Source: an optimization exercise on an open RTL-to-GDS flow (aim: small area, a short achievable clock period and few clock cycles per item). Production flows keep margins and buffers that such runs may drop.
Only simulation tests tie the RTL to the original design; equivalence was not proved.
Power and IR drop assume default switching activity.

===== flow/config.mk =====
export PLATFORM = sky130hd
export DESIGN_NAME = register_vm_execute_unit
export DESIGN_NICKNAME = register_vm_execute_unit
export VERILOG_FILES = /design/flow/design.v
export SDC_FILE = /design/flow/constraint.sdc
export NUM_CORES = 4
export LEC_CHECK = 0
export ABC_CLOCK_PERIOD_IN_PS = 2200
export CAP_MARGIN = 20
export CORE_MARGIN = 2
export CORE_UTILIZATION = 40
export CTS_CLUSTER_DIAMETER = 100
export CTS_CLUSTER_SIZE = 24
export SETUP_SLACK_MARGIN = 2.6
export SLEW_MARGIN = 20
export TNS_END_PERCENT = 10

===== flow/constraint.sdc =====
create_clock -name core_clock -period 5.2 [get_ports {clk}]
set_input_delay 1.0400 -clock core_clock [delete_from_list [all_inputs] [get_ports {clk}]]
set_output_delay 1.0400 -clock core_clock [all_outputs]
set_load 0.01 [all_outputs]

===== flow/design.v =====
package rvx_pkg;
	localparam int NUM_REGS_DEF  = 16;
	localparam int MEM_WORDS_DEF = 256;
	localparam int WORD_W     = 16;
	localparam int CMD_W      = 3;
	localparam int REG_FLD_W  = 4;
	localparam int ADDR_FLD_W = 8;
	localparam int STATUS_W   = 2;
	localparam logic [CMD_W-1:0] CMD_ADD      = 3'd0;
	localparam logic [CMD_W-1:0] CMD_MOVE_REG = 3'd1;
	localparam logic [CMD_W-1:0] CMD_MOVE_IMM = 3'd2;
	localparam logic [CMD_W-1:0] CMD_LOAD     = 3'd3;
	localparam logic [CMD_W-1:0] CMD_STORE    = 3'd4;
	localparam logic [CMD_W-1:0] CMD_READ_REG = 3'd5;
	localparam logic [CMD_W-1:0] CMD_READ_MEM = 3'd6;
	localparam logic [STATUS_W-1:0] ST_SILENT   = 2'd0;
	localparam logic [STATUS_W-1:0] ST_VALID    = 2'd1;
	localparam logic [STATUS_W-1:0] ST_OVERFLOW = 2'd2;
	typedef logic [WORD_W-1:0] word_t;
	function automatic logic writes_reg_other(input logic [CMD_W-1:0] c);
		writes_reg_other = (c == CMD_MOVE_REG) || (c == CMD_MOVE_IMM) || (c == CMD_LOAD);
	endfunction
	function automatic logic may_write_reg(input logic [CMD_W-1:0] c);
		may_write_reg = (c == CMD_ADD) || writes_reg_other(c);
	endfunction
endpackage
module rvx_exec (
	input  logic [rvx_pkg::CMD_W-1:0]    cmd,
	input  rvx_pkg::word_t               op_a,
	input  rvx_pkg::word_t               op_b,
	output rvx_pkg::word_t               value,
	output logic [rvx_pkg::STATUS_W-1:0] status,
	output rvx_pkg::word_t               add_wdata
);
	localparam int W = rvx_pkg::WORD_W;
	logic [W:0] sum;
	logic       carry;
	logic [W-1:0]      g;
	logic [W-1:0]      t;
	logic [W-1:0]      p;
	logic [4:0][W-1:0] hh;    
	logic [4:0][W-1:0] uu;
	logic [W:0]        cin;   
	assign g = op_a & op_b;
	assign t = op_a | op_b;
	assign p = op_a ^ op_b;
	genvar gk, gi;
	generate
		for (gi = 0; gi < W; gi++) begin : g_lvl0
			assign hh[0][gi] = g[gi];
			if (gi > 0) begin : g_t
				assign uu[0][gi] = t[gi - 1];
			end else begin : g_t0
				assign uu[0][gi] = 1'b0;
			end
		end
		for (gk = 0; gk < 4; gk++) begin : g_lvl
			for (gi = 0; gi < W; gi++) begin : g_bit
				if (gi >= (1 << gk)) begin : g_op
					assign hh[gk + 1][gi] = hh[gk][gi] | (uu[gk][gi] & hh[gk][gi - (1 << gk)]);
					assign uu[gk + 1][gi] = uu[gk][gi] & uu[gk][gi - (1 << gk)];
				end else begin : g_pass
					assign hh[gk + 1][gi] = hh[gk][gi];
					assign uu[gk + 1][gi] = uu[gk][gi];
				end
			end
		end
		assign cin[0] = 1'b0;
		for (gi = 1; gi <= W; gi++) begin : g_cin
			assign cin[gi] = t[gi - 1] & hh[4][gi - 1];
		end
	endgenerate
	assign sum   = {cin[W], p ^ cin[W-1:0]};
	assign carry = cin[W];
	assign add_wdata = carry ? op_a : sum[W-1:0];
	always_comb begin
		value  = '0;
		status = rvx_pkg::ST_SILENT;
		case (cmd)
			rvx_pkg::CMD_ADD: begin
				if (carry) begin
					status = rvx_pkg::ST_OVERFLOW;
				end else begin
					value  = sum[rvx_pkg::WORD_W-1:0];
					status = rvx_pkg::ST_VALID;
				end
			end
			rvx_pkg::CMD_READ_REG: begin
				value  = op_a;
				status = rvx_pkg::ST_VALID;
			end
			rvx_pkg::CMD_READ_MEM: begin
				value  = op_b;
				status = rvx_pkg::ST_VALID;
			end
			default: begin
				value  = '0;
				status = rvx_pkg::ST_SILENT;
			end
		endcase
	end
endmodule
module register_vm_execute_unit #(
	parameter int NUM_REGS  = rvx_pkg::NUM_REGS_DEF,
	parameter int MEM_WORDS = rvx_pkg::MEM_WORDS_DEF
) (
	input  logic                           clk,
	input  logic                           arst_n,
	input  logic                           start,
	output logic                           busy,
	input  logic [rvx_pkg::CMD_W-1:0]      cmd,
	input  logic [rvx_pkg::REG_FLD_W-1:0]  dest_reg,
	input  logic [rvx_pkg::REG_FLD_W-1:0]  src_reg,
	input  logic [rvx_pkg::ADDR_FLD_W-1:0] mem_addr,
	input  logic [rvx_pkg::WORD_W-1:0]     immediate,
	output logic                           strobe,
	output logic [rvx_pkg::WORD_W-1:0]     value,
	output logic [rvx_pkg::STATUS_W-1:0]   status
);
	localparam int W  = rvx_pkg::WORD_W;
	localparam int NR = 2 ** rvx_pkg::REG_FLD_W;    
	localparam int NM = 2 ** rvx_pkg::ADDR_FLD_W;   
	localparam int NQ = 4;                          
	localparam int QW = NM / NQ;                    
	typedef logic [rvx_pkg::CMD_W-1:0]      cmd_t;
	typedef logic [rvx_pkg::REG_FLD_W-1:0]  ridx_t;
	typedef logic [rvx_pkg::ADDR_FLD_W-1:0] maddr_t;
	function automatic logic b_is_reg(input cmd_t c);
		b_is_reg = (c == rvx_pkg::CMD_ADD) || (c == rvx_pkg::CMD_MOVE_REG) ||
		           (c == rvx_pkg::CMD_STORE);
	endfunction
	logic [NR-1:0][W-1:0] regs;
	logic [NM-1:0][W-1:0] mem_q;    
	logic                 phase_q;
	logic clearing_q;
	logic accept;
	logic                 v1;
	cmd_t                 cmd1;
	ridx_t                d1;
	ridx_t                s1;
	maddr_t               a1;
	rvx_pkg::word_t       imm1;
	logic [NQ-1:0][W-1:0] mq1;        
	logic                 ph1;        
	logic                 mf1;        
	logic                 mf2;        
	rvx_pkg::word_t       mf2_data;
	logic                 fa_add;     
	logic                 fa_oth;     
	logic                 fb_add;     
	logic                 fb_oth;
	logic           v2;
	cmd_t           cmd2;
	maddr_t         a2;
	rvx_pkg::word_t op_a2;
	rvx_pkg::word_t op_b2;
	rvx_pkg::word_t               ex_value;
	logic [rvx_pkg::STATUS_W-1:0] ex_status;
	rvx_pkg::word_t               ex_add_wdata;
	logic                         strobe_q;
	rvx_pkg::word_t               value_q;
	logic [rvx_pkg::STATUS_W-1:0] status_q;
	assign busy   = clearing_q;
	assign accept = start & ~clearing_q;
	always_ff @(posedge clk or negedge arst_n) begin
		if (!arst_n) begin
			clearing_q <= 1'b1;
			phase_q    <= 1'b0;
			v1         <= 1'b0;
			v2         <= 1'b0;
			strobe_q   <= 1'b0;
		end else begin
			clearing_q <= 1'b0;
			phase_q    <= ~clearing_q & ~phase_q;
			v1         <= accept;
			v2         <= v1;
			strobe_q   <= v2;
		end
	end
	logic [NQ-1:0][W-1:0] mem_qrd0;
	always_comb begin
		for (int q = 0; q < NQ; q++) begin
			mem_qrd0[q] = mem_q[QW * q + int'(mem_addr[5:0])];
		end
	end
	always_ff @(posedge clk) begin
		cmd1 <= cmd;
		d1   <= dest_reg;
		s1   <= src_reg;
		a1   <= mem_addr;
		imm1 <= immediate;
		mq1  <= mem_qrd0;
		ph1  <= phase_q;
		mf1      <= v1 & (cmd1 == rvx_pkg::CMD_STORE) & (mem_addr == a1);
		mf2      <= v2 & (cmd2 == rvx_pkg::CMD_STORE) & (mem_addr == a2);
		mf2_data <= op_b2;
		fa_add   <= v1 & (cmd1 == rvx_pkg::CMD_ADD) & (dest_reg == d1);
		fa_oth   <= v1 & rvx_pkg::writes_reg_other(cmd1) & (dest_reg == d1);
		fb_add   <= v1 & (cmd1 == rvx_pkg::CMD_ADD) & b_is_reg(cmd) & (src_reg == d1);
		fb_oth   <= v1 & rvx_pkg::writes_reg_other(cmd1) & b_is_reg(cmd) & (src_reg == d1);
	end
	rvx_pkg::word_t mem_rd1;
	rvx_pkg::word_t base_a1;
	rvx_pkg::word_t base_b1;
	rvx_pkg::word_t op_a1;
	rvx_pkg::word_t op_b1;
	always_comb begin
		if (mf1) begin
			mem_rd1 = op_b2;
		end else if (mf2) begin
			mem_rd1 = mf2_data;
		end else begin
			mem_rd1 = mq1[a1[7:6]] ^ {W{ph1}};
		end
	end
	rvx_pkg::word_t reg_a1;
	rvx_pkg::word_t reg_b1;
	always_comb begin
		reg_a1 = '0;
		reg_b1 = '0;
		for (int i = 0; i < NR; i++) begin
			reg_a1 = reg_a1 | ({W{d1 == ridx_t'(i)}} & regs[i]);
			reg_b1 = reg_b1 | ({W{s1 == ridx_t'(i)}} & regs[i]);
		end
	end
	assign base_a1 = reg_a1;
	always_comb begin
		if (b_is_reg(cmd1)) begin
			base_b1 = reg_b1;
		end else if (cmd1 == rvx_pkg::CMD_MOVE_IMM) begin
			base_b1 = imm1;
		end else begin
			base_b1 = mem_rd1;
		end
	end
	assign op_a1 = fa_add ? ex_add_wdata : (fa_oth ? op_b2 : base_a1);
	assign op_b1 = fb_add ? ex_add_wdata : (fb_oth ? op_b2 : base_b1);
	always_ff @(posedge clk) begin
		cmd2  <= cmd1;
		a2    <= a1;
		op_a2 <= op_a1;
		op_b2 <= op_b1;
	end
	rvx_exec u_exec (
		.cmd       (cmd2),
		.op_a      (op_a2),
		.op_b      (op_b2),
		.value     (ex_value),
		.status    (ex_status),
		.add_wdata (ex_add_wdata)
	);
	logic [NR-1:0]  reg_wen_q;
	logic           wsrc_add_q;
	logic           wsrc_b_q;
	rvx_pkg::word_t reg_wd;
	always_ff @(posedge clk or negedge arst_n) begin
		if (!arst_n) begin
			reg_wen_q  <= '1;
			wsrc_add_q <= 1'b0;
			wsrc_b_q   <= 1'b0;
		end else begin
			for (int i = 0; i < NR; i++) begin
				reg_wen_q[i] <= v1 & rvx_pkg::may_write_reg(cmd1) & (d1 == ridx_t'(i));
			end
			wsrc_add_q <= v1 & (cmd1 == rvx_pkg::CMD_ADD);
			wsrc_b_q   <= v1 & rvx_pkg::writes_reg_other(cmd1);
		end
	end
	assign reg_wd = ({W{wsrc_add_q}} & ex_add_wdata) | ({W{wsrc_b_q}} & op_b2);
	always_ff @(posedge clk) begin
		for (int i = 0; i < NR; i++) begin
			if (reg_wen_q[i]) begin
				regs[i] <= reg_wd;
			end
		end
	end
	logic [15:0]    set_hi_q;
	logic [15:0]    set_lo_q;
	logic [15:0]    sel_hi_q;
	logic [15:0]    sel_lo_q;
	logic [15:0]    st_hi1;
	logic [15:0]    st_lo1;
	rvx_pkg::word_t mem_wx;
	logic [NM-1:0]  mem_set;
	logic [NM-1:0]  mem_keep;
	always_comb begin
		for (int i = 0; i < 16; i++) begin
			st_hi1[i] = v1 & (cmd1 == rvx_pkg::CMD_STORE) & (a1[7:4] == 4'(i));
			st_lo1[i] = (a1[3:0] == 4'(i));
		end
	end
	always_ff @(posedge clk or negedge arst_n) begin
		if (!arst_n) begin
			set_hi_q <= '1;
			set_lo_q <= '1;
		end else begin
			set_hi_q <= st_hi1;
			set_lo_q <= st_lo1;
		end
	end
	always_ff @(posedge clk or negedge arst_n) begin
		if (!arst_n) begin
			sel_hi_q <= '0;
			sel_lo_q <= '0;
		end else begin
			sel_hi_q <= st_hi1;
			sel_lo_q <= st_lo1;
		end
	end
	assign mem_wx = op_b2 ^ {W{phase_q}};
	always_comb begin
		for (int i = 0; i < NM; i++) begin
			mem_set[i]  = set_hi_q[i / 16] & set_lo_q[i % 16];
			mem_keep[i] = ~(sel_hi_q[i / 16] & sel_lo_q[i % 16]);
		end
	end
	always_ff @(posedge clk) begin
		for (int i = 0; i < NM; i++) begin
			mem_q[i] <= ~((mem_q[i] | {W{mem_set[i]}}) & (mem_wx | {W{mem_keep[i]}}));
		end
	end
	always_ff @(posedge clk) begin
		value_q  <= ex_value;
		status_q <= ex_status;
	end
	assign strobe = strobe_q;
	assign value  = value_q;
	assign status = status_q;
endmodule

===== flow/run.sh =====
#!/bin/bash
# synth_recipe.tcl (not shown) runs the flow's synth.tcl, then flattens the netlist and writes it again
# the make line also repeats each setting of config.mk as NAME=value (left out here)
make -C /OpenROAD-flow-scripts/flow DESIGN_CONFIG=/design/flow/config.mk WORK_HOME=/design/flow/orfs CLKGATE_MAP_FILE= SYNTH_SCRIPT=/design/flow/synth_recipe.tcl finish

==> flow_summary_export.csv, run 1 <==
group,metric,value,unit
worst_setup_path,reg2reg_to,"regs[198]",
global_routing,antenna_found_initial,41,
die,die_h,654,µm
place,dp_hpwl,353000,µm
drt,drc,0,
drt,via_per_inst,6.83,
place,gp_congestion,0.942,
worst_setup_path,rrSetupSlack,2.16,ns
timing,grt_setup_unrepaired,"true",
timing,hold_viol_final,0,
power,ir_drop,0.420,mV
drt,antenna_left,0,
cts,clk_latency,1.02,ns
die,die_width,654,µm
place,io_buffers,57,
yosys,syn_avg_cell_area,12.4,µm²
die,ios,58,
worst_setup_path,critPathMaxFanout,8,
power,p_comb_share,11.5,%
worst_setup_path,path_common_cell,"buf_12",
drt,drt_pass1_iterations,7,
drt,wl_per_cell,32.8,µm
power,clockPowerShare,30.7,%
power,leakagePower,0.0621,µW
global_routing,grt_usage,26.9,%
yosys,seq_area_frac_synth,56.6,%
timing,slew_headroom,9.32,%
worst_setup_path,worst_setup_path_start_kind,"register",
worst_setup_path,worstPathRequired,6.03,ns
timing,finalSetupTns,0,ns
worst_setup_path,path_delay_family,"simple AND/OR/NAND/NOR gates",
global_routing,grt_pass1_vias,119000,
worst_setup_path,cp_data_arrival_time,3.87,ns
drt,drt_iter0_markers,16700,
timing,tightest_slew,1.36,ns
worst_setup_path,crit_path_max_incr_delay,0.53,ns
worst_setup_path,crit_path_end_kind,"register",
timing,max_freq,329,MHz
cts,tritoncts,"done",
timing,fin_crit_sh,58.4,%
cts,root_buffer,"clkbuf_16",
yosys,ys_types,77,
finish,nNetsFinal,12600,
worst_setup_path,crit_buf_inv,4,
yosys,synth.top_cells.by_count,"dfxtp_1, o22ai_1, clkbuf_1",
cts,htree_num_levels,4,
worst_setup_path,crit_chain,"inv_2 > ha_4 > or3_4 > or4_4 > nor3_4 > a211oi_4 > buf_6 > mux2_4 > o21ai_4 > buf_12 > buf_12",
yosys,synth_top_area_cell,"dfxtp_1",
global_routing,grt_pass1_wl,857000,µm
power,swShare,27.5,%
yosys,synth-edff-count,272,
yosys,yosysMostFrequentCell,"dfxtp_1",
outcome,status,"complete, no violations",
power,p_switching,17300,µW
die,start_util,40.2,%
yosys,mappedNetlistArea,0.169,mm²
power,seqPwrFrac,57.8,%
power,powerDensity,347,mW/mm²
die,die_area,0.428,mm²
global_routing,grt_max_degree,177,
flow_run,cap_viol_max_count,0,
finish,utilization,43.1,%
die,coreArea,0.420,mm²
yosys,synth_top_area_share,50.5,%
timing,setup_viol,0,
worst_setup_path,path_class,"register to register",
finish,drive_above_1_share,17.2,%
yosys,syn_inst,13600,
cts,clkTransAtPathRegs,0.10,ns
yosys,synth_warnings,2,
drt,dr_total_vias,125000,
timing,slew_violations,0,
cts,numCtsBuffers,216,
yosys,synthFlopType,"dfxtp_1",
yosys,ys_ff_latch,4622,
timing,clock_skew,0.0858,ns
yosys,synthArstFlopShare,1.88,%
min_path,hp-class,"primary input to async pin",
cts,clock-sinks,4622,
timing,period_needed,3.04,ns
yosys,syn-num-nets,13700,
die,fp-row-count,238,
cts,clock_path_buffers,4,
worst_setup_path,r2r_start,"op_b2[14]",
worst_setup_path,slowest_stage,"or4_4",
power,p_int,45700,µW
drt,drt-total-wl,599000,µm
finish,synthToLayoutAreaGrowth,7.28,%
yosys,synth_area_leaders,"dfxtp_1, mux4_2, o22ai_1",
worst_setup_path,reg2regPathDepth,11,
global_routing,grt_overflow_total,0,
-- power groups by stage --
stage / combinational, µW / clock, µW / sequential, µW
floorplan: 4080 / 0 / 37000
global placement: 6440 / 0 / 37300
detailed placement: 6440 / 0 / 37300
CTS: 6840 / 19400 / 36400
global route: 7450 / 20700 / 36500
finish: 7220 / 19400 / 36400
-- cell type report --
type	instances	area, µm²
Fill cell	38500	239000
Clock inverter	15	223
Sequential cell	4622	95800
Multi-Input combinational cell	7197	67500
Clock buffer	253	5610
Timing Repair Buffer	397	4800
Inverter	51	191
Antenna cell	73	183
Tap cell	5640	7060
-- worst max-delay path by stage --
| stage | end | slack (ns) | cells past startpoint | start |
|---|---|---|---|---|
| finish | regs[198] | 2.16 | 11 | op_b2[14] |
| global placement | mq1[4] | 0.87 | 7 | mem_addr[0] |
| floorplan | mq1[0] | 2.33 | 8 | mem_addr[0] |
| detailed placement | mq1[60] | 0.93 | 7 | mem_addr[0] |
| global route | regs[26] | 2.15 | 12 | op_b2[12] |
| CTS | busy | 2.20 | 1 | clearing_q |
-- metrics by stage --
step | hold WS (ns) | area (µm²) | worst slack (ns) | std cells | power [µW]
3_3_place_gp | 0.363 | 173000 | 0.875 | 17800 | 43700
2_1_floorplan | 0.329 | 170000 | 2.33 | 13600 | 41100
3_5_place_dp | 0.356 | 173000 | 0.932 | 17800 | 43700
4_1_cts | 0.0188 | 180000 | 2.20 | 18100 | 62700
6_report | 0.0415 | 181000 | 2.16 | 18200 | 63000
5_1_grt | 0.0515 | 181000 | 2.15 | 18200 | 64600
-- sequential cells by signal, indices dropped and copies added, names as in the netlist, 3 cells and up --
signal     flops
a1             8
reg_wen_q     16
mem_q       4096
value_q       16
mf2_data      16
imm1          16
set_lo_q      16
sel_lo_q      16
s1             4
cmd1           3
set_hi_q      16
d1             4
mq1           64
a2             8
op_b2         16
sel_hi_q      16
regs         256
op_a2         16
cmd2           3
-- cell families (layout without fill, tap and decap cells) --
| group | Yosys count | in the layout | share of synthesized area, % |
|---|---|---|---|
| mux | 1399 | 1399 | 18.0 |
| buf+inv | 1800 | 716 | 4.07 |
| other cells | 1 | 74 | 0.00222 |
| compound gates | 4718 | 4719 | 17.8 |
| xor+xnor | 62 | 62 | 0.321 |
| fa+ha+maj | 47 | 47 | 0.351 |
| simple gates | 969 | 969 | 2.79 |
| flops | 4622 | 4622 | 56.6 |
-- worst register-to-register path: cells and delay by family (launching register included) --
| kind | cells | cell delay (ns) |
|---|---|---|
| adder cells (fa/ha/maj) | 1 | 0.17 |
| multiplexers | 1 | 0.34 |
| flip-flops | 1 | 0.46 |
| buffers and inverters | 4 | 0.52 |
| AND/OR/NAND/NOR | 3 | 1.10 |
| AO/OA/AOI/OAI | 2 | 0.26 |
-- placed cells by master, fill, tap and decap left out, drive strengths merged, types with 107 or more instances in the layout --
master / synthesis / final
and2: 267 / 267
nor2: 107 / 107
dfxtp: 4263 / 4263
a22oi: 203 / 203
mux4: 1306 / 1306
o22ai: 4116 / 4116
edfxtp: 272 / 272
buf: 224 / 331
nand2: 417 / 417
clkbuf: 1525 / 263
-- what timing repair did --
item,CTS,global route
buffers inserted,49,52
pin swaps,12,10
hold buffers,0,0
gates resized for setup,109,91
cloned,8,10
endpoints found under the setup margin,1591,1368
-- metal layers --
metal | share of wire [%] | global-route usage [%] | up-vias
met4 | 5.6 | 13.2 | 32
met2 | 44 | 40.8 | 7748
met3 | 11 | 6.55 | 1600
met5 | 0.036 | 0 | -
li1 | - | - | 51500
met1 | 39 | 35.9 | 63800
Testbench counts, summed over its fixed seeds: cycles 24,016, items 24,000.
==> run 2: changes to the inputs <==
--- a/flow/design.v
+++ b/flow/design.v
@@ -130,8 +130,7 @@
 		           (c == rvx_pkg::CMD_STORE);
 	endfunction
 	logic [NR-1:0][W-1:0] regs;
-	logic [NM-1:0][W-1:0] mem_q;    
-	logic                 phase_q;
+	logic [NM-1:0][W-1:0] mem_q;
 	logic clearing_q;
 	logic accept;
 	logic                 v1;
@@ -141,7 +140,6 @@
 	maddr_t               a1;
 	rvx_pkg::word_t       imm1;
 	logic [NQ-1:0][W-1:0] mq1;        
-	logic                 ph1;        
 	logic                 mf1;        
 	logic                 mf2;        
 	rvx_pkg::word_t       mf2_data;
@@ -165,13 +163,11 @@
 	always_ff @(posedge clk or negedge arst_n) begin
 		if (!arst_n) begin
 			clearing_q <= 1'b1;
-			phase_q    <= 1'b0;
 			v1         <= 1'b0;
 			v2         <= 1'b0;
 			strobe_q   <= 1'b0;
 		end else begin
 			clearing_q <= 1'b0;
-			phase_q    <= ~clearing_q & ~phase_q;
 			v1         <= accept;
 			v2         <= v1;
 			strobe_q   <= v2;
@@ -190,7 +186,6 @@
 		a1   <= mem_addr;
 		imm1 <= immediate;
 		mq1  <= mem_qrd0;
-		ph1  <= phase_q;
 		mf1      <= v1 & (cmd1 == rvx_pkg::CMD_STORE) & (mem_addr == a1);
 		mf2      <= v2 & (cmd2 == rvx_pkg::CMD_STORE) & (mem_addr == a2);
 		mf2_data <= op_b2;
@@ -210,7 +205,7 @@
 		end else if (mf2) begin
 			mem_rd1 = mf2_data;
 		end else begin
-			mem_rd1 = mq1[a1[7:6]] ^ {W{ph1}};
+			mem_rd1 = mq1[a1[7:6]];
 		end
 	end
 	rvx_pkg::word_t reg_a1;
@@ -276,13 +271,9 @@
 	end
 	logic [15:0]    set_hi_q;
 	logic [15:0]    set_lo_q;
-	logic [15:0]    sel_hi_q;
-	logic [15:0]    sel_lo_q;
 	logic [15:0]    st_hi1;
 	logic [15:0]    st_lo1;
-	rvx_pkg::word_t mem_wx;
-	logic [NM-1:0]  mem_set;
-	logic [NM-1:0]  mem_keep;
+	rvx_pkg::word_t mem_wd;
 	always_comb begin
 		for (int i = 0; i < 16; i++) begin
 			st_hi1[i] = v1 & (cmd1 == rvx_pkg::CMD_STORE) & (a1[7:4] == 4'(i));
@@ -298,25 +289,12 @@
 			set_lo_q <= st_lo1;
 		end
 	end
-	always_ff @(posedge clk or negedge arst_n) begin
-		if (!arst_n) begin
-			sel_hi_q <= '0;
-			sel_lo_q <= '0;
-		end else begin
-			sel_hi_q <= st_hi1;
-			sel_lo_q <= st_lo1;
-		end
-	end
-	assign mem_wx = op_b2 ^ {W{phase_q}};
-	always_comb begin
-		for (int i = 0; i < NM; i++) begin
-			mem_set[i]  = set_hi_q[i / 16] & set_lo_q[i % 16];
-			mem_keep[i] = ~(sel_hi_q[i / 16] & sel_lo_q[i % 16]);
-		end
-	end
+	assign mem_wd = op_b2 & {W{v2}};
 	always_ff @(posedge clk) begin
 		for (int i = 0; i < NM; i++) begin
-			mem_q[i] <= ~((mem_q[i] | {W{mem_set[i]}}) & (mem_wx | {W{mem_keep[i]}}));
+			if (set_hi_q[i / 16] & set_lo_q[i % 16]) begin
+				mem_q[i] <= mem_wd;
+			end
 		end
 	end
 	always_ff @(posedge clk) begin
==> run 2 against run 1 <==
Against the previous run: area after synthesis increased by 4.9%; flip-flop and latch count decreased by 34; maximum frequency decreased by 2.2%; clock power about the same; critical path depth decreased by 2; largest cell class unchanged.
==> flow_summary_export.csv, run 2 <==
group,metric,value,unit
outcome,status,"complete, no violations",
yosys,syn-num-nets,7966,
power,p_switching,15200,µW
cts,root_buffer,"clkbuf_16",
timing,period_needed,3.11,ns
yosys,synthSimpleGateAreaFrac,2.08,%
timing,setup_viol,0,
finish,layout_commonest_cell,"edfxtp_1",
yosys,syn_inst,7885,
cts,ctsHoldBuffers,0,
cts,clock-sinks,4588,
power,leakagePower,0.0606,µW
yosys,synth_adder_area_share,0.308,%
yosys,synth_top_area_cell,"edfxtp_1",
yosys,synth_top_area_share,73.9,%
cts,clkTransAtPathRegs,0.11,ns
finish,largestRegisters,"mem_q: 4096 flops, regs: 256 flops, mq1: 64 flops",
global_routing,grt_pass1_wl,690000,µm
yosys,synth.top_cells.by_count,"edfxtp_1, mux4_2, clkbuf_1",
yosys,yosysMostFrequentCell,"edfxtp_1",
worst_setup_path,crit_path_end_kind,"register",
die,coreArea,0.442,mm²
cts,tritoncts,"done",
finish,largest_reg_flops,4096,
global_routing,antenna_found_initial,38,
yosys,synth_warnings,2,
timing,hold_viol_final,0,
finish,drive_above_1_share,26.8,%
yosys,syn_avg_cell_area,22.5,µm²
worst_setup_path,crit_chain,"inv_2 > ha_4 > or3_4 > a211o_1 > o21ba_4 > a211o_4 > nand2_8 > mux2_4 > a22o_4",
die,ios,58,
finish,fin_area,0.195,mm²
finish,utilization,44.2,%
die,die_width,670,µm
power,swShare,23.0,%
place,placed_cell_area,0.187,mm²
worst_setup_path,worstPathRequired,5.85,ns
place,dpl_worst_slack,0.869,ns
place,io_buffers,57,
yosys,ys_ff_latch,4588,
global_routing,grt_pass1_vias,84800,
yosys,synth_area_leaders,"edfxtp_1, mux4_2, dfxtp_1",
yosys,synth_top_family_by_area,"multiplexers",
yosys,synth-xor-area-share,0.173,%
finish,nNetsFinal,8203,
yosys,yosys-mux-area-fraction,17.2,%
power,seqPwrFrac,62.3,%
min_path,hp-class,"primary input to async pin",
timing,tightest_slew,1.21,ns
timing,setup_ws,2.09,ns
yosys,synthArstFlopShare,1.18,%
drt,drt_iter0_markers,12900,
yosys,synthFlopType,"edfxtp_1",
drt,via_per_inst,6.05,
yosys,seq_area_frac_synth,76.6,%
cts,numCtsBuffers,217,
cts,clk_latency,1.01,ns
drt,drt-total-wl,499000,µm
timing,slew_violations,0,
timing,clock_skew,0.115,ns
timing,finalSetupTns,0,ns
worst_setup_path,path_class,"register to register",
global_routing,grt_usage,21.7,%
worst_setup_path,crit_path_max_incr_delay,0.40,ns
yosys,synth-edff-count,4368,
timing,grt_setup_unrepaired,"true",
flow_run,cap_viol_max_count,0,
drt,dr_total_vias,86000,
cts,clock_path_buffers,4,
die,start_util,40.2,%
yosys,mappedNetlistArea,0.177,mm²
worst_setup_path,slowest_stage,"edfxtp_1",
place,dp_hpwl,295000,µm
power,p_int,50900,µW
drt,antenna_left,0,
worst_setup_path,cp_data_arrival_time,3.75,ns
timing,slew_headroom,19.5,%
global_routing,grt_overflow_total,0,
yosys,ys_types,69,
drt,wl_per_cell,35.1,µm
die,die_h,670,µm
finish,final_cell_mix,"edfxtp_1, mux4_2, buf_4",
worst_setup_path,worst_setup_path_start_kind,"register",
power,powerDensity,339,mW/mm²
power,clockPowerShare,29.7,%
drt,drc,0,
timing,max_freq,322,MHz
die,die_area,0.449,mm²
power,p_comb_share,8.0,%
global_routing,grt_max_degree,200,
power,ir_drop,0.297,mV
yosys,synth-compound-area-share,2.45,%
finish,synthToLayoutAreaGrowth,9.97,%
drt,drt_pass1_iterations,9,
worst_setup_path,critPathMaxFanout,8,
place,gp_congestion,0.920,
die,fp-row-count,244,
timing,fin_crit_sh,59.7,%
cts,htree_num_levels,4,
finish,top_register,"mem_q",
[run 2: cell count changes in the layout (fill, tap and decap cells not counted), moves of 19 or more]
cell      change
and2_1       -45
and2_2       +52
buf_12       -19
buf_4        +83
clkbuf_1    +112
dfxtp_1    -4095
diode_2      -43
edfxtp_1   +4096
mux2i_1      +36
nand2_1     -272
nor2_1       +28
o21ai_0      -19
o22ai_1    -4099
[run 2: per-layer routing]
layer	wire, µm	vias up	global-route usage, %
met3	41000	728	2.98
met5	105	-	0
met4	18700	16	7.20
met2	238000	4345	34.9
li1	-	33700	-
met1	201000	47200	30.8
[run 2: metrics by stage]
stage               cells  hold WS (ns)  power, µW
floorplan            7885         0.329      44600
global placement    13700         0.465      46600
detailed placement  13700         0.462      46700
CTS                 14200         0.129      66300
global route        14200         0.227      67900
finish              14200         0.185      66200
[run 2: layout make-up]
cell class	instances	area (µm²)
fillers	36900	247000
flip-flops and latches	4588	136000
multi-input cells	2806	40300
well taps	5904	7390
clock buffers	366	6030
repair buffers	461	4880
clock inverters	22	298
inverters	48	180
diodes	30	75.1
[run 2: path summary, 6_finish.rpt]
kind / startpoint / end / slack, ns / cells past startpoint
worst max-delay path: op_b2[8] / regs[8] / 2.09 / 9
worst min-delay path: arst_n / v1 / 0.18 / 2
worst max register to register: op_b2[8] / regs[8] / 2.09 / 9
worst min register to register: a1[1] / a2[1] / 0.47 / 0
max in group asynchronous: arst_n / v2 / 4.31 / 2
min in group core_clock: immediate[15] / imm1[15] / 0.46 / 1
[run 2: critical path, delay by kind of cell (launching register included)]
| family | cells | cell delay, ns |
|---|---|---|
| buf+inv | 1 | 0.07 |
| flops | 1 | 0.40 |
| fa+ha+maj | 1 | 0.16 |
| compound gates | 4 | 1.19 |
| simple gates | 2 | 0.51 |
| mux | 1 | 0.39 |
[run 2: what timing repair did]
action,in CTS,in global routing
gates resized for setup,118,68
cloned,15,4
pin swaps,16,8
buffers inserted,48,20
setup endpoints to repair,3815,2013
[run 2: kinds of logic after synthesis]
group           after synthesis
compound gates              586
fa+ha+maj                    43
simple gates                708
other cells                   1
buf+inv                     500
xor+xnor                     35
mux                        1424
flops                      4588
[run 2: power groups by stage]
stage | sequential (µW) | combinational [µW] | clock [µW]
CTS | 41200 | 5030 | 20000
floorplan | 41800 | 2810 | 0
detailed placement | 42100 | 4640 | 0
global route | 41200 | 5510 | 21100
global placement | 42100 | 4550 | 0
finish | 41200 | 5290 | 19700
Testbench counts of run 2, summed over its fixed seeds: cycles 24,016, items 24,000.
==> run 3: changes to the inputs <==
--- a/flow/design.v
+++ b/flow/design.v
@@ -30,7 +30,8 @@
 	input  rvx_pkg::word_t               op_b,
 	output rvx_pkg::word_t               value,
 	output logic [rvx_pkg::STATUS_W-1:0] status,
-	output rvx_pkg::word_t               add_wdata
+	output rvx_pkg::word_t               sum_out,
+	output logic                         carry_out
 );
 	localparam int W = rvx_pkg::WORD_W;
 	logic [W:0] sum;
@@ -72,7 +73,8 @@
 	endgenerate
 	assign sum   = {cin[W], p ^ cin[W-1:0]};
 	assign carry = cin[W];
-	assign add_wdata = carry ? op_a : sum[W-1:0];
+	assign sum_out   = sum[W-1:0];
+	assign carry_out = carry;
 	always_comb begin
 		value  = '0;
 		status = rvx_pkg::ST_SILENT;
@@ -145,16 +147,23 @@
 	rvx_pkg::word_t       mf2_data;
 	logic                 fa_add;     
 	logic                 fa_oth;     
+	logic                 fa_wb;      
 	logic                 fb_add;     
 	logic                 fb_oth;
+	logic                 fb_wb;
 	logic           v2;
 	cmd_t           cmd2;
+	ridx_t          d2;
 	maddr_t         a2;
 	rvx_pkg::word_t op_a2;
 	rvx_pkg::word_t op_b2;
 	rvx_pkg::word_t               ex_value;
 	logic [rvx_pkg::STATUS_W-1:0] ex_status;
-	rvx_pkg::word_t               ex_add_wdata;
+	rvx_pkg::word_t               ex_sum;
+	logic                         ex_carry;
+	rvx_pkg::word_t               mem_wd;     
+	rvx_pkg::word_t wb_q;
+	logic [NR-1:0]  reg_wen_q;
 	logic                         strobe_q;
 	rvx_pkg::word_t               value_q;
 	logic [rvx_pkg::STATUS_W-1:0] status_q;
@@ -186,13 +195,16 @@
 		a1   <= mem_addr;
 		imm1 <= immediate;
 		mq1  <= mem_qrd0;
-		mf1      <= v1 & (cmd1 == rvx_pkg::CMD_STORE) & (mem_addr == a1);
+		mf1      <= v1 & (cmd1 == rvx_pkg::CMD_STORE) & (mem_addr == a1) & ~b_is_reg(cmd) &
+		            (cmd != rvx_pkg::CMD_MOVE_IMM);
 		mf2      <= v2 & (cmd2 == rvx_pkg::CMD_STORE) & (mem_addr == a2);
 		mf2_data <= op_b2;
 		fa_add   <= v1 & (cmd1 == rvx_pkg::CMD_ADD) & (dest_reg == d1);
 		fa_oth   <= v1 & rvx_pkg::writes_reg_other(cmd1) & (dest_reg == d1);
 		fb_add   <= v1 & (cmd1 == rvx_pkg::CMD_ADD) & b_is_reg(cmd) & (src_reg == d1);
 		fb_oth   <= v1 & rvx_pkg::writes_reg_other(cmd1) & b_is_reg(cmd) & (src_reg == d1);
+		fa_wb    <= v2 & rvx_pkg::may_write_reg(cmd2) & (dest_reg == d2);
+		fb_wb    <= v2 & rvx_pkg::may_write_reg(cmd2) & b_is_reg(cmd) & (src_reg == d2);
 	end
 	rvx_pkg::word_t mem_rd1;
 	rvx_pkg::word_t base_a1;
@@ -200,9 +212,7 @@
 	rvx_pkg::word_t op_a1;
 	rvx_pkg::word_t op_b1;
 	always_comb begin
-		if (mf1) begin
-			mem_rd1 = op_b2;
-		end else if (mf2) begin
+		if (mf2) begin
 			mem_rd1 = mf2_data;
 		end else begin
 			mem_rd1 = mq1[a1[7:6]];
@@ -218,9 +228,11 @@
 			reg_b1 = reg_b1 | ({W{s1 == ridx_t'(i)}} & regs[i]);
 		end
 	end
-	assign base_a1 = reg_a1;
+	assign base_a1 = fa_wb ? wb_q : reg_a1;
 	always_comb begin
-		if (b_is_reg(cmd1)) begin
+		if (fb_wb) begin
+			base_b1 = wb_q;
+		end else if (b_is_reg(cmd1)) begin
 			base_b1 = reg_b1;
 		end else if (cmd1 == rvx_pkg::CMD_MOVE_IMM) begin
 			base_b1 = imm1;
@@ -228,10 +240,11 @@
 			base_b1 = mem_rd1;
 		end
 	end
-	assign op_a1 = fa_add ? ex_add_wdata : (fa_oth ? op_b2 : base_a1);
-	assign op_b1 = fb_add ? ex_add_wdata : (fb_oth ? op_b2 : base_b1);
+	assign op_a1 = (fa_add & ~ex_carry) ? ex_sum : (fa_oth ? op_b2 : base_a1);
+	assign op_b1 = (fb_oth | mf1) ? op_b2 : ((fb_add & ~ex_carry) ? ex_sum : base_b1);
 	always_ff @(posedge clk) begin
 		cmd2  <= cmd1;
+		d2    <= d1;
 		a2    <= a1;
 		op_a2 <= op_a1;
 		op_b2 <= op_b1;
@@ -242,30 +255,27 @@
 		.op_b      (op_b2),
 		.value     (ex_value),
 		.status    (ex_status),
-		.add_wdata (ex_add_wdata)
+		.sum_out   (ex_sum),
+		.carry_out (ex_carry)
 	);
-	logic [NR-1:0]  reg_wen_q;
-	logic           wsrc_add_q;
-	logic           wsrc_b_q;
-	rvx_pkg::word_t reg_wd;
+	logic wsrc_add_q;
 	always_ff @(posedge clk or negedge arst_n) begin
 		if (!arst_n) begin
-			reg_wen_q  <= '1;
 			wsrc_add_q <= 1'b0;
-			wsrc_b_q   <= 1'b0;
+			reg_wen_q  <= '1;
+			wb_q       <= '0;
 		end else begin
+			wsrc_add_q <= v1 & (cmd1 == rvx_pkg::CMD_ADD);
 			for (int i = 0; i < NR; i++) begin
-				reg_wen_q[i] <= v1 & rvx_pkg::may_write_reg(cmd1) & (d1 == ridx_t'(i));
+				reg_wen_q[i] <= v2 & rvx_pkg::may_write_reg(cmd2) & (d2 == ridx_t'(i));
 			end
-			wsrc_add_q <= v1 & (cmd1 == rvx_pkg::CMD_ADD);
-			wsrc_b_q   <= v1 & rvx_pkg::writes_reg_other(cmd1);
+			wb_q <= (wsrc_add_q & ~ex_carry) ? ex_sum : (wsrc_add_q ? op_a2 : op_b2);
 		end
 	end
-	assign reg_wd = ({W{wsrc_add_q}} & ex_add_wdata) | ({W{wsrc_b_q}} & op_b2);
 	always_ff @(posedge clk) begin
 		for (int i = 0; i < NR; i++) begin
 			if (reg_wen_q[i]) begin
-				regs[i] <= reg_wd;
+				regs[i] <= wb_q;
 			end
 		end
 	end
@@ -273,7 +283,6 @@
 	logic [15:0]    set_lo_q;
 	logic [15:0]    st_hi1;
 	logic [15:0]    st_lo1;
-	rvx_pkg::word_t mem_wd;
 	always_comb begin
 		for (int i = 0; i < 16; i++) begin
 			st_hi1[i] = v1 & (cmd1 == rvx_pkg::CMD_STORE) & (a1[7:4] == 4'(i));
--- a/flow/config.mk
+++ b/flow/config.mk
@@ -11,6 +11,6 @@
 export CORE_UTILIZATION = 40
 export CTS_CLUSTER_DIAMETER = 100
 export CTS_CLUSTER_SIZE = 24
-export SETUP_SLACK_MARGIN = 2.6
+export SETUP_SLACK_MARGIN = 2.5
 export SLEW_MARGIN = 20
-export TNS_END_PERCENT = 10
+export TNS_END_PERCENT = 100
==> run 3 against run 2 <==
Against the previous run: critical path depth shrank 3; via count grew 0.63%; clock-buffer cell count up 10; still clean; wire length down 2.7%; total power increased by 0.38%; clock skew is 0.072 ns lower; cell count rose by 0.68%; synthesized cell count is 1.6% higher.
==> flow_summary_export.csv, run 3 <==
group,metric,value,unit
yosys,synthArstFlopShare,1.50,%
flow_run,cap_viol_max_count,0,
timing,setup_ws,2.33,ns
global_routing,grt_max_degree,193,
cts,clock_path_buffers,4,
finish,largestRegisters,"mem_q: 4096 flops, regs: 256 flops, mq1: 64 flops",
global_routing,grt_usage,20.9,%
worst_setup_path,path_class,"register to register",
drt,via_per_inst,6.04,
drt,drt-total-wl,485000,µm
worst_setup_path,path_delay_family,"compound AO/OA/AOI/OAI gates",
finish,nNetsFinal,8285,
die,fp-row-count,245,
timing,hold_viol_final,0,
place,dpl_worst_slack,0.550,ns
drt,drt_iter0_markers,12900,
drt,wl_met3,43700,µm
yosys,synth_area_leaders,"edfxtp_1, mux4_2, dfxtp_1",
place,io_buffers,57,
power,powerDensity,338,mW/mm²
finish,final_cell_mix,"edfxtp_1, mux4_2, buf_4",
finish,top_register,"mem_q",
place,gp_congestion,0.897,
drt,wl_per_cell,33.9,µm
die,die_area,0.453,mm²
yosys,synth.top_cells.by_count,"edfxtp_1, mux4_2, clkbuf_1",
drt,dr_total_vias,86600,
timing,period_needed,2.87,ns
yosys,mappedNetlistArea,0.179,mm²
cts,clkTransAtPathRegs,0.10,ns
yosys,seq_area_frac_synth,76.2,%
finish,finalNonFillerCells,14300,
die,start_util,40.2,%
die,ios,58,
cts,root_buffer,"clkbuf_16",
timing,clock_skew,0.0430,ns
cts,htree_num_levels,4,
yosys,synthFlopType,"edfxtp_1",
worst_setup_path,crit_chain,"buf_6 > mux4_2 > a221o_1 > a21oi_1 > o31ai_1 > mux2_2",
worst_setup_path,crit_path_end_kind,"register",
yosys,synth_top_area_share,73.3,%
die,coreArea,0.445,mm²
drt,met1_length,196000,µm
timing,fin_crit_sh,55.1,%
place,dp_hpwl,278000,µm
drt,highest_layer,"met5",
timing,setup_viol,0,
timing,finalSetupTns,0,ns
finish,fill_cells,37000,
worst_setup_path,slowest_stage,"mux4_2",
cts,numCtsBuffers,215,
cts,tritoncts,"done",
finish,largest_reg_flops,4096,
yosys,syn-num-nets,8095,
timing,grt_setup_unrepaired,"true",
worst_setup_path,crit_path_max_incr_delay,0.54,ns
power,leakagePower,0.0612,µW
cts,clock-sinks,4609,
yosys,synth-edff-count,4368,
finish,utilization,44.1,%
yosys,syn_inst,8013,
drt,drt_pass1_iterations,6,
power,ir_drop,0.274,mV
worst_setup_path,crit_buf_inv,1,
yosys,ys_ff_latch,4609,
timing,max_freq,349,MHz
place,place_inst,13800,
finish,synthToLayoutAreaGrowth,9.89,%
yosys,ys_types,86,
global_routing,grt_overflow_total,0,
finish,drive_above_1_share,27.0,%
worst_setup_path,cp_data_arrival_time,3.58,ns
yosys,yosysMostFrequentCell,"edfxtp_1",
outcome,status,"complete, no violations",
global_routing,grt_pass1_vias,85400,
finish,multiInputGateArea,0.0409,mm²
drt,drc,0,
worst_setup_path,worst_setup_path_start_kind,"register",
yosys,syn_avg_cell_area,22.3,µm²
yosys,synth_top_area_cell,"edfxtp_1",
drt,route.met2.wl,228000,µm
global_routing,grt_pass1_wl,675000,µm
min_path,hp-class,"register to register",
global_routing,antenna_found_initial,22,
finish,seq_area,0.136,mm²
finish,layout_commonest_cell,"edfxtp_1",
cts,clk_latency,0.98,ns
timing,slew_violations,0,
yosys,synth_warnings,2,
die,die_h,673,µm
die,die_width,673,µm
timing,timing.hold.ws,0.462,ns
worst_setup_path,worstPathRequired,5.91,ns
worst_setup_path,critPathMaxFanout,22,
drt,antenna_left,0,
timing,tightest_slew,1.20,ns
timing,slew_headroom,19.9,%
## run 3: cell count changes in the layout (fill, tap and decap cells not counted), moves of 19 or more
cell,change
a22oi_2,+25
clkdlybuf4s50_1,-19
a21oi_1,-23
a22oi_1,-49
mux2_2,+34
buf_4,-38
a22o_1,-21
nor2_1,-38
## run 3: area by class of cell
cell class,count,share of cell area (%)
flip-flops and latches,4609,69.4
multi-input cells,2870,20.8
well taps,5928,3.77
clock buffers,376,3.14
repair buffers,446,2.64
inverters,61,0.118
clock inverters,10,0.0878
diodes,22,0.0280
## run 3: through the flow
step	total power (µW)	instance area [µm²]
6_report	66400	197000
3_3_place_gp	47000	188000
5_1_grt	68100	197000
4_1_cts	66600	196000
3_5_place_dp	47100	188000
2_1_floorplan	45100	180000
## run 3: metal layers
metal	track usage (%)	vias up
li1	-	34100
met1	29.9	47100
met2	33.1	4540
met3	3.65	759
met4	6.63	4
met5	0	-
## run 3: cell families (layout without fill, tap and decap cells)
| family | Yosys count | after routing | share of synthesized area, % |
|---|---|---|---|
| flip-flops | 4609 | 4609 | 76.2 |
| multiplexers | 1433 | 1433 | 17.2 |
| AND/OR/NAND/NOR | 745 | 746 | 2.24 |
| AO/OA/AOI/OAI | 602 | 603 | 2.56 |
| buffers and inverters | 536 | 893 | 1.27 |
| adder cells (fa/ha/maj) | 44 | 44 | 0.312 |
| XOR/XNOR | 43 | 43 | 0.210 |
| other | 1 | 23 | 0.00210 |
## run 3: worst paths after layout
path / endpoint / cells after the start / slack [ns] / from
worst max-delay path: op_b2[6] / 6 / 2.33 / s1[1]
worst min-delay path: a2[6] / 0 / 0.46 / a1[6]
worst max register to register: op_b2[6] / 6 / 2.33 / s1[1]
worst min register to register: a2[6] / 0 / 0.46 / a1[6]
max in group asynchronous: set_hi_q[14] / 3 / 3.63 / arst_n
min in group asynchronous: strobe_q / 2 / 0.54 / arst_n
## run 3: power breakdown
group	switching, µW	internal, µW	total [µW]
clock network	11500	8250	19700
registers	569	41100	41600
logic	3120	1970	5080
total	15100	51300	66400
## run 3: repair_timing
item / CTS / global route
endpoints found under the hold margin: 10 / 0
hold buffers: 1 / 0
pin swaps: 15 / 13
endpoints found under the setup margin: 327 / 277
setup buffers: 61 / 26
gates resized for setup: 168 / 54
cloned: 13 / 5
Testbench counts of run 3, summed over its fixed seeds: cycles 24,016, items 24,000.
==> run 4: changes to the inputs <==
--- a/flow/design.v
+++ b/flow/design.v
@@ -132,7 +132,8 @@
 		           (c == rvx_pkg::CMD_STORE);
 	endfunction
 	logic [NR-1:0][W-1:0] regs;
-	logic [NM-1:0][W-1:0] mem_q;
+	logic [NM-1:0][W-1:0] mem_q;    
+	logic                 phase_q;
 	logic clearing_q;
 	logic accept;
 	logic                 v1;
@@ -142,6 +143,7 @@
 	maddr_t               a1;
 	rvx_pkg::word_t       imm1;
 	logic [NQ-1:0][W-1:0] mq1;        
+	logic                 ph1;        
 	logic                 mf1;        
 	logic                 mf2;        
 	rvx_pkg::word_t       mf2_data;
@@ -161,7 +163,6 @@
 	logic [rvx_pkg::STATUS_W-1:0] ex_status;
 	rvx_pkg::word_t               ex_sum;
 	logic                         ex_carry;
-	rvx_pkg::word_t               mem_wd;     
 	rvx_pkg::word_t wb_q;
 	logic [NR-1:0]  reg_wen_q;
 	logic                         strobe_q;
@@ -172,11 +173,13 @@
 	always_ff @(posedge clk or negedge arst_n) begin
 		if (!arst_n) begin
 			clearing_q <= 1'b1;
+			phase_q    <= 1'b0;
 			v1         <= 1'b0;
 			v2         <= 1'b0;
 			strobe_q   <= 1'b0;
 		end else begin
 			clearing_q <= 1'b0;
+			phase_q    <= ~clearing_q & ~phase_q;
 			v1         <= accept;
 			v2         <= v1;
 			strobe_q   <= v2;
@@ -195,6 +198,7 @@
 		a1   <= mem_addr;
 		imm1 <= immediate;
 		mq1  <= mem_qrd0;
+		ph1  <= phase_q;
 		mf1      <= v1 & (cmd1 == rvx_pkg::CMD_STORE) & (mem_addr == a1) & ~b_is_reg(cmd) &
 		            (cmd != rvx_pkg::CMD_MOVE_IMM);
 		mf2      <= v2 & (cmd2 == rvx_pkg::CMD_STORE) & (mem_addr == a2);
@@ -215,7 +219,7 @@
 		if (mf2) begin
 			mem_rd1 = mf2_data;
 		end else begin
-			mem_rd1 = mq1[a1[7:6]];
+			mem_rd1 = mq1[a1[7:6]] ^ {W{ph1}};
 		end
 	end
 	rvx_pkg::word_t reg_a1;
@@ -281,8 +285,13 @@
 	end
 	logic [15:0]    set_hi_q;
 	logic [15:0]    set_lo_q;
+	logic [15:0]    sel_hi_q;
+	logic [15:0]    sel_lo_q;
 	logic [15:0]    st_hi1;
 	logic [15:0]    st_lo1;
+	rvx_pkg::word_t mem_wx;
+	logic [NM-1:0]  mem_set;
+	logic [NM-1:0]  mem_keep;
 	always_comb begin
 		for (int i = 0; i < 16; i++) begin
 			st_hi1[i] = v1 & (cmd1 == rvx_pkg::CMD_STORE) & (a1[7:4] == 4'(i));
@@ -298,12 +307,25 @@
 			set_lo_q <= st_lo1;
 		end
 	end
-	assign mem_wd = op_b2 & {W{v2}};
+	always_ff @(posedge clk or negedge arst_n) begin
+		if (!arst_n) begin
+			sel_hi_q <= '0;
+			sel_lo_q <= '0;
+		end else begin
+			sel_hi_q <= st_hi1;
+			sel_lo_q <= st_lo1;
+		end
+	end
+	assign mem_wx = op_b2 ^ {W{phase_q}};
+	always_comb begin
+		for (int i = 0; i < NM; i++) begin
+			mem_set[i]  = set_hi_q[i / 16] & set_lo_q[i % 16];
+			mem_keep[i] = ~(sel_hi_q[i / 16] & sel_lo_q[i % 16]);
+		end
+	end
 	always_ff @(posedge clk) begin
 		for (int i = 0; i < NM; i++) begin
-			if (set_hi_q[i / 16] & set_lo_q[i % 16]) begin
-				mem_q[i] <= mem_wd;
-			end
+			mem_q[i] <= ~((mem_q[i] | {W{mem_set[i]}}) & (mem_wx | {W{mem_keep[i]}}));
 		end
 	end
 	always_ff @(posedge clk) begin
--- a/flow/config.mk
+++ b/flow/config.mk
@@ -11,6 +11,6 @@
 export CORE_UTILIZATION = 40
 export CTS_CLUSTER_DIAMETER = 100
 export CTS_CLUSTER_SIZE = 24
-export SETUP_SLACK_MARGIN = 2.5
+export SETUP_SLACK_MARGIN = 2.6
 export SLEW_MARGIN = 20
-export TNS_END_PERCENT = 100
+export TNS_END_PERCENT = 10
==> run 4 against run 3 <==
Against the previous run: maximum frequency is 1.1% lower; register-to-register slack is essentially flat; still clean on timing, DRC and antenna; cell count up 28%; first-iteration DRC count up 24%.
==> flow_summary_export.csv, run 4 <==
group,metric,value,unit
place,gp_congestion,0.915,
finish,drive_above_1_share,16.9,%
timing,hold_viol_final,0,
timing,setup_viol,0,
finish,nNetsFinal,12700,
cts,htree_num_levels,4,
global_routing,grt_max_degree,154,
yosys,ys_types,85,
yosys,yosysMostFrequentCell,"dfxtp_1",
yosys,synthFlopType,"dfxtp_1",
yosys,synth_top_area_share,50.2,%
cts,numCtsBuffers,217,
power,p_comb_share,11.5,%
die,die_area,0.431,mm²
global_routing,grt_pass1_vias,119000,
worst_setup_path,worst_setup_path_start_kind,"primary input",
drt,drt_iter0_markers,16000,
outcome,status,"complete, no violations",
die,coreArea,0.424,mm²
drt,dr_total_vias,126000,
cts,clock-sinks,4643,
cts,clkTransAtPathRegs,0.11,ns
timing,max_freq,345,MHz
drt,wl_per_cell,33.0,µm
power,p_int,46100,µW
die,ios,58,
global_routing,grt_pass1_wl,866000,µm
finish,largest_reg_flops,4096,
yosys,synth_warnings,2,
global_routing,antenna_found_initial,42,
drt,drt-total-wl,606000,µm
yosys,synthArstFlopShare,2.20,%
yosys,syn_inst,13800,
cts,clock_path_buffers,4,
worst_setup_path,crit_path_end_kind,"register",
finish,fin_area,0.182,mm²
power,seqPwrFrac,57.8,%
worst_setup_path,worstPathRequired,6.04,ns
drt,drc,0,
timing,grt_setup_unrepaired,"true",
cts,clk_latency,0.99,ns
place,dp_hpwl,364000,µm
global_routing,grt_overflow_total,0,
place,io_buffers,57,
yosys,syn_avg_cell_area,12.4,µm²
yosys,synth-edff-count,272,
power,p_switching,17600,µW
global_routing,grt_usage,26.8,%
drt,via_per_inst,6.84,
timing,clock_skew,0.0510,ns
power,p_total,63700,µW
power,leakagePower,0.0627,µW
power,powerDensity,349,mW/mm²
place,placed_cell_area,0.174,mm²
finish,largestRegisters,"mem_q: 4096 flops, regs: 256 flops, mq1: 64 flops",
yosys,ys_ff_latch,4643,
finish,finalNonFillerCells,18400,
worst_setup_path,critPathMaxFanout,18,
flow_run,cap_viol_max_count,0,
finish,top_register,"mem_q",
finish,synthToLayoutAreaGrowth,7.19,%
yosys,synth_top_area_cell,"dfxtp_1",
yosys,syn-num-nets,13800,
die,die_width,656,µm
die,fp-row-count,239,
yosys,synth_area_leaders,"dfxtp_1, mux4_2, o22ai_1",
drt,drt_pass1_iterations,7,
timing,slew_headroom,15.2,%
cts,tritoncts,"done",
timing,fin_crit_sh,55.7,%
finish,final_cell_mix,"dfxtp_1, o22ai_1, mux4_2",
die,start_util,40.2,%
power,swShare,27.6,%
cts,root_buffer,"clkbuf_16",
yosys,synth.top_cells.by_count,"dfxtp_1, o22ai_1, clkbuf_1",
worst_setup_path,cp_data_arrival_time,3.74,ns
die,die_h,656,µm
drt,antenna_left,0,
worst_setup_path,path_class,"primary input to register",
finish,layout_commonest_cell,"dfxtp_1",
timing,finalSetupTns,0,ns
yosys,seq_area_frac_synth,56.5,%
timing,tightest_slew,1.27,ns
power,ir_drop,0.354,mV
timing,slew_violations,0,
yosys,mappedNetlistArea,0.170,mm²
min_path,hp-class,"primary input to async pin",
power,clockPowerShare,30.7,%
timing,period_needed,2.90,ns
worst_setup_path,reg2regPathDepth,7,
place,place_inst,18000,
## run 4: cell count changes after synthesis, moves of 69 or more
| cell | previous run | this run |
|---|---|---|
| a21oi_1 | 38 | 107 |
| o22ai_1 | 18 | 4103 |
| buf_1 | 41 | 137 |
| edfxtp_1 | 4368 | 272 |
| nand2_1 | 154 | 440 |
| clkbuf_1 | 288 | 1484 |
| dfxtp_1 | 172 | 4269 |
## run 4: metal layers
metal | global-route usage [%] | routed length (µm) | vias up
li1 | - | - | 52000
met1 | 36.1 | 237000 | 64400
met2 | 40.5 | 270000 | 7785
met3 | 5.89 | 64000 | 1529
met4 | 13.8 | 34700 | 12
met5 | 0 | 83 | -
## run 4: layout make-up
cell class                      count  area [µm²]
Clock buffer                      256        5700
Timing Repair Buffer              386        4970
Clock inverter                     12         199
Sequential cell                  4643       96300
Inverter                           63         243
Fill cell                       38600      241000
Tap cell                         5663        7090
Multi-Input combinational cell   7299       67800
Antenna cell                       59         148
## run 4: cell families after synthesis
kind of cell	Yosys count	share of synthesized area [%]
xor gates and xnor gates	75	0.386
AOI/OAI and AO/OA	4734	17.8
other	1	0.00220
and+or+nand+nor	1025	2.93
muxes	1413	17.9
buffers and inverters	1819	4.12
adders and majority gates	47	0.348
DFF	4643	56.5
## run 4: what timing repair did
action / in CTS / in global routing
hold buffers: 0 / 0
gates resized for setup: 161 / 27
setup buffers: 48 / 21
pin swaps: 15 / 6
cloned: 14 / 15
endpoints found under the setup margin: 2360 / 2640
## run 4: worst paths after layout
| path | startpoint | slack (ns) | endpoint |
|---|---|---|---|
| setup / recovery | mem_addr[0] | 2.30 | mq1[63] |
| hold / removal | arst_n | 0.08 | strobe_q |
| setup reg to reg | s1[2] | 2.32 | op_b2[3] |
| hold reg to reg | mem_q[205] | 0.43 | mem_q[205] |
| max in group asynchronous | arst_n | 4.06 | set_hi_q[9] |
| min in group core_clock | mem_q[205] | 0.43 | mem_q[205] |
## run 4: power groups by stage
stage	logic (µW)	registers [µW]	clock network [µW]
floorplan	4090	37300	0
global placement	6590	37600	0
detailed placement	6600	37600	0
CTS	7000	36800	19600
global route	7560	36800	20800
finish	7330	36800	19500
## run 4: critical path: stages
cell and delay (ns):
buf_16 0.14, buf_4 0.16, buf_16 0.20, buf_4 0.40, mux4_2 0.60, mux4_2 0.51, a22oi_1 0.45, nand2_1 0.10
## run 4: through the flow
step	setup WS, ns	hold WS, ns	util [%]
2_1_floorplan	2.35	0.326	-
3_3_place_gp	1.02	0.415	41.1
3_5_place_dp	1.02	0.421	41.1
4_1_cts	2.21	0.0739	42.9
5_1_grt	2.24	0.126	43.0
6_report	2.30	0.0825	43.1
Testbench counts of run 4, summed over its fixed seeds: cycles 24,016, items 24,000.
==> run 5: changes to the inputs <==
--- a/flow/config.mk
+++ b/flow/config.mk
@@ -11,6 +11,6 @@
 export CORE_UTILIZATION = 40
 export CTS_CLUSTER_DIAMETER = 100
 export CTS_CLUSTER_SIZE = 24
-export SETUP_SLACK_MARGIN = 2.6
+export SETUP_SLACK_MARGIN = 2.5
 export SLEW_MARGIN = 20
-export TNS_END_PERCENT = 10
+export TNS_END_PERCENT = 100
==> run 5 against run 4 <==
Against the previous run: worst hold slack lost 0.054 ns; area after synthesis unchanged; global-route usage up 0.33 points; clock power barely moved; clock skew up 0.011 ns; cell count increased by 0.29%; critical path type is now register to register; critical endpoint is now mem_q[3699]; largest cell class unchanged; highest routed layer unchanged.
==> flow_summary_export.csv, run 5 <==
group,metric,value,unit
drt,antenna_left,0,
outcome,status,"complete, no violations",
worst_setup_path,rrSetupSlack,2.36,ns
worst_setup_path,crit_path_end_kind,"register",
yosys,synth-edff-count,272,
worst_setup_path,path_class,"register to register",
global_routing,grt_pass1_vias,120000,
finish,drive_above_1_share,17.3,%
cts,htree_num_levels,4,
finish,layout_commonest_cell,"dfxtp_1",
die,start_util,40.2,%
global_routing,antenna_found_initial,37,
cts,clock-sinks,4643,
die,fp-row-count,239,
global_routing,grt_pass1_wl,873000,µm
yosys,syn-num-nets,13800,
place,place_inst,18000,
timing,slew_violations,0,
timing,setup_viol,0,
global_routing,met3_usage,6.43,%
drt,wl_per_cell,33.0,µm
worst_setup_path,r2r_start,"sel_lo_q[7]",
finish,fin_area,0.182,mm²
drt,via_per_inst,6.84,
worst_setup_path,reg2reg_to,"mem_q[3699]",
die,die_h,656,µm
drt,drt_iter0_markers,16400,
die,die_width,656,µm
place,io_buffers,57,
timing,fin_crit_sh,54.7,%
place,gp_congestion,0.923,
power,ir_drop,0.364,mV
drt,drt_pass1_iterations,6,
finish,largest_reg_flops,4096,
timing,clock_skew,0.0620,ns
worst_setup_path,worst_setup_path_start_kind,"register",
yosys,yosysMostFrequentCell,"dfxtp_1",
yosys,ys_types,85,
yosys,synth.top_cells.by_count,"dfxtp_1, o22ai_1, clkbuf_1",
finish,nNetsFinal,12700,
timing,setup_ws,2.36,ns
cts,ctsHoldBuffers,0,
worst_setup_path,critPathMaxFanout,16,
timing,max_freq,352,MHz
yosys,seq_area_frac_synth,56.5,%
cts,numCtsBuffers,216,
yosys,syn_inst,13800,
global_routing,use_met2,41.1,%
global_routing,top_usage_layer,"met2",
timing,grt_setup_unrepaired,"true",
cts,clk_latency,0.99,ns
timing,slew_headroom,10.7,%
finish,synthToLayoutAreaGrowth,7.18,%
worst_setup_path,cp_data_arrival_time,3.72,ns
global_routing,grt_usage,27.1,%
power,p_total,63500,µW
yosys,synth_warnings,2,
drt,dr_total_vias,126000,
timing,finalSetupTns,0,ns
finish,top_register,"mem_q",
global_routing,grt.met1_usage,36.2,%
drt,drc,0,
worst_setup_path,slowest_stage,"dfrtp_2",
place,dp_hpwl,361000,µm
finish,final_cell_mix,"dfxtp_1, o22ai_1, mux4_2",
yosys,mappedNetlistArea,0.170,mm²
worst_setup_path,crit_chain,"nand2_1 > o22ai_1",
yosys,synthFlopType,"dfxtp_1",
worst_setup_path,worstPathRequired,6.07,ns
yosys,synthArstFlopShare,2.20,%
yosys,syn_avg_cell_area,12.4,µm²
yosys,synth_area_leaders,"dfxtp_1, mux4_2, o22ai_1",
finish,largestRegisters,"mem_q: 4096 flops, regs: 256 flops, mq1: 64 flops",
global_routing,grt_overflow_total,0,
power,powerDensity,348,mW/mm²
place,dpl_worst_slack,0.900,ns
cts,clock_path_buffers,4,
timing,period_needed,2.84,ns
die,ios,58,
drt,drt-total-wl,609000,µm
die,coreArea,0.424,mm²
power,leakagePower,0.0627,µW
global_routing,grt_max_degree,149,
timing,tightest_slew,1.34,ns
die,die_area,0.431,mm²
timing,hold_viol_final,0,
yosys,synth_top_area_cell,"dfxtp_1",
yosys,synth_top_area_share,50.2,%
worst_setup_path,crit_path_max_incr_delay,1.18,ns
yosys,ys_ff_latch,4643,
cts,root_buffer,"clkbuf_16",
worst_setup_path,reg2regPathDepth,2,
cts,clkTransAtPathRegs,0.10,ns
place,placed_cell_area,0.175,mm²
cts,tritoncts,"done",
flow_run,cap_viol_max_count,0,
finish,finalNonFillerCells,18400,
finish,fill_cells,38700,
min_path,hp-class,"primary input to async pin",
==> run 5: cell counts after synthesis <==
No cell type changed its count.
==> run 5: repair_timing <==
item,CTS,global route
cloned,5,3
endpoints found under the hold margin,0,0
resized for setup,140,66
setup endpoints to repair,1675,574
buffers inserted,55,29
pin swaps,8,8
==> run 5: logic make-up after synthesis <==
group,count (synthesis),share of synthesized area (%)
AOI/OAI and AO/OA,4734,17.8
muxes,1413,17.9
and+or+nand+nor,1025,2.93
other,1,0.00220
adders and majority gates,47,0.348
xor gates and xnor gates,75,0.386
buffers and inverters,1819,4.12
DFF,4643,56.5
==> run 5: worst max path at each step <==
| stage | start | to | slack (ns) | cells after the start |
|---|---|---|---|---|
| after global placement | mem_addr[0] | mq1[54] | 0.82 | 7 |
| after detailed placement | mem_addr[0] | mq1[54] | 0.90 | 7 |
| final | sel_lo_q[7] | mem_q[3699] | 2.36 | 2 |
| after global routing | op_b2[11] | op_b2[2] | 2.39 | 11 |
| after floorplan | mem_addr[0] | mq1[0] | 2.35 | 8 |
| after CTS | cmd1[1] | op_b2[11] | 2.46 | 6 |
==> run 5: power breakdown <==
group	switching [µW]	total, µW	internal (µW)	leakage (µW)
registers	474	36800	36300	0.0396
logic	5440	7260	1820	0.0202
clock network	11700	19400	7730	0.00284
==> run 5: stage by stage <==
stage	util [%]	hold slack [ns]
CTS	42.9	0.0666
global placement	41.2	0.414
finish	43.1	0.0287
floorplan	-	0.326
detailed placement	41.2	0.421
global route	43.0	0.0544
==> run 5: layout make-up <==
| class | count | area [µm²] | share of cell area, % |
|---|---|---|---|
| inverters | 63 | 246 | 0.135 |
| flip-flops and latches | 4643 | 96300 | 52.8 |
| well taps | 5663 | 7090 | 3.88 |
| diodes | 77 | 193 | 0.106 |
| clock buffers | 262 | 5650 | 3.10 |
| repair buffers | 418 | 4860 | 2.67 |
| clock inverters | 13 | 196 | 0.108 |
| multi-input cells | 7295 | 67900 | 37.2 |
==> run 5: worst max-delay path: cells and delay by family, from the launching register on <==
kind,cells,cell delay (ns)
AOI/OAI and AO/OA,1,0.47
DFF,1,1.18
and+or+nand+nor,1,1.03
==> run 5: metal layers <==
layer	vias up	share of wire, %
met5	-	0.016
met4	14	5.6
met3	1527	11
met2	7877	45
met1	64700	39
li1	52000	-

## re-timing with driven ports
The results above use ideal ports. As a check the final layouts listed here were re-extracted and re-timed, cells and wires unchanged. Step 1 (the two cells are an assumption about what drives the block):
set clk [get_ports {clk}]
set_driving_cell -lib_cell sky130_fd_sc_hd__clkbuf_16 $clk
set_driving_cell -lib_cell sky130_fd_sc_hd__buf_2 [delete_from_list [all_inputs] $clk]
Step 2 times the ports against the registers' clock, not the clock port: input delays grow and output delays shrink by t, the midpoint of the rising clock arrivals with the driver on. Slacks: ideal / step 1 / step 2; pairs: ideal / step 1.
run	t, ns	setup slack, ns	hold WS [ns]	worst setup path at the end	cell pins on the clock port's net
run 1	1.090	2.161 / 2.097 / 1.007	0.041 / -0.044 / 0.381	input to register	1
run 2	1.058	2.094 / 1.993 / 0.935	0.185 / 0.108 / 0.472	input to register	1
run 3	1.062	2.334 / 2.280 / 1.219	0.462 / 0.452 / 0.462	input to register	1
run 4	1.079	2.301 / 2.197 / 1.131	0.083 / 0.010 / 0.432	input to register	1
run 5	1.070	2.355 / 2.227 / 1.158	0.029 / -0.039 / 0.431	input to register	1
After both steps every run listed still meets setup and hold. For run 5, which loses most, drivers alone change the setup slack by -0.128 ns; drivers and shift together by -1.197 ns.
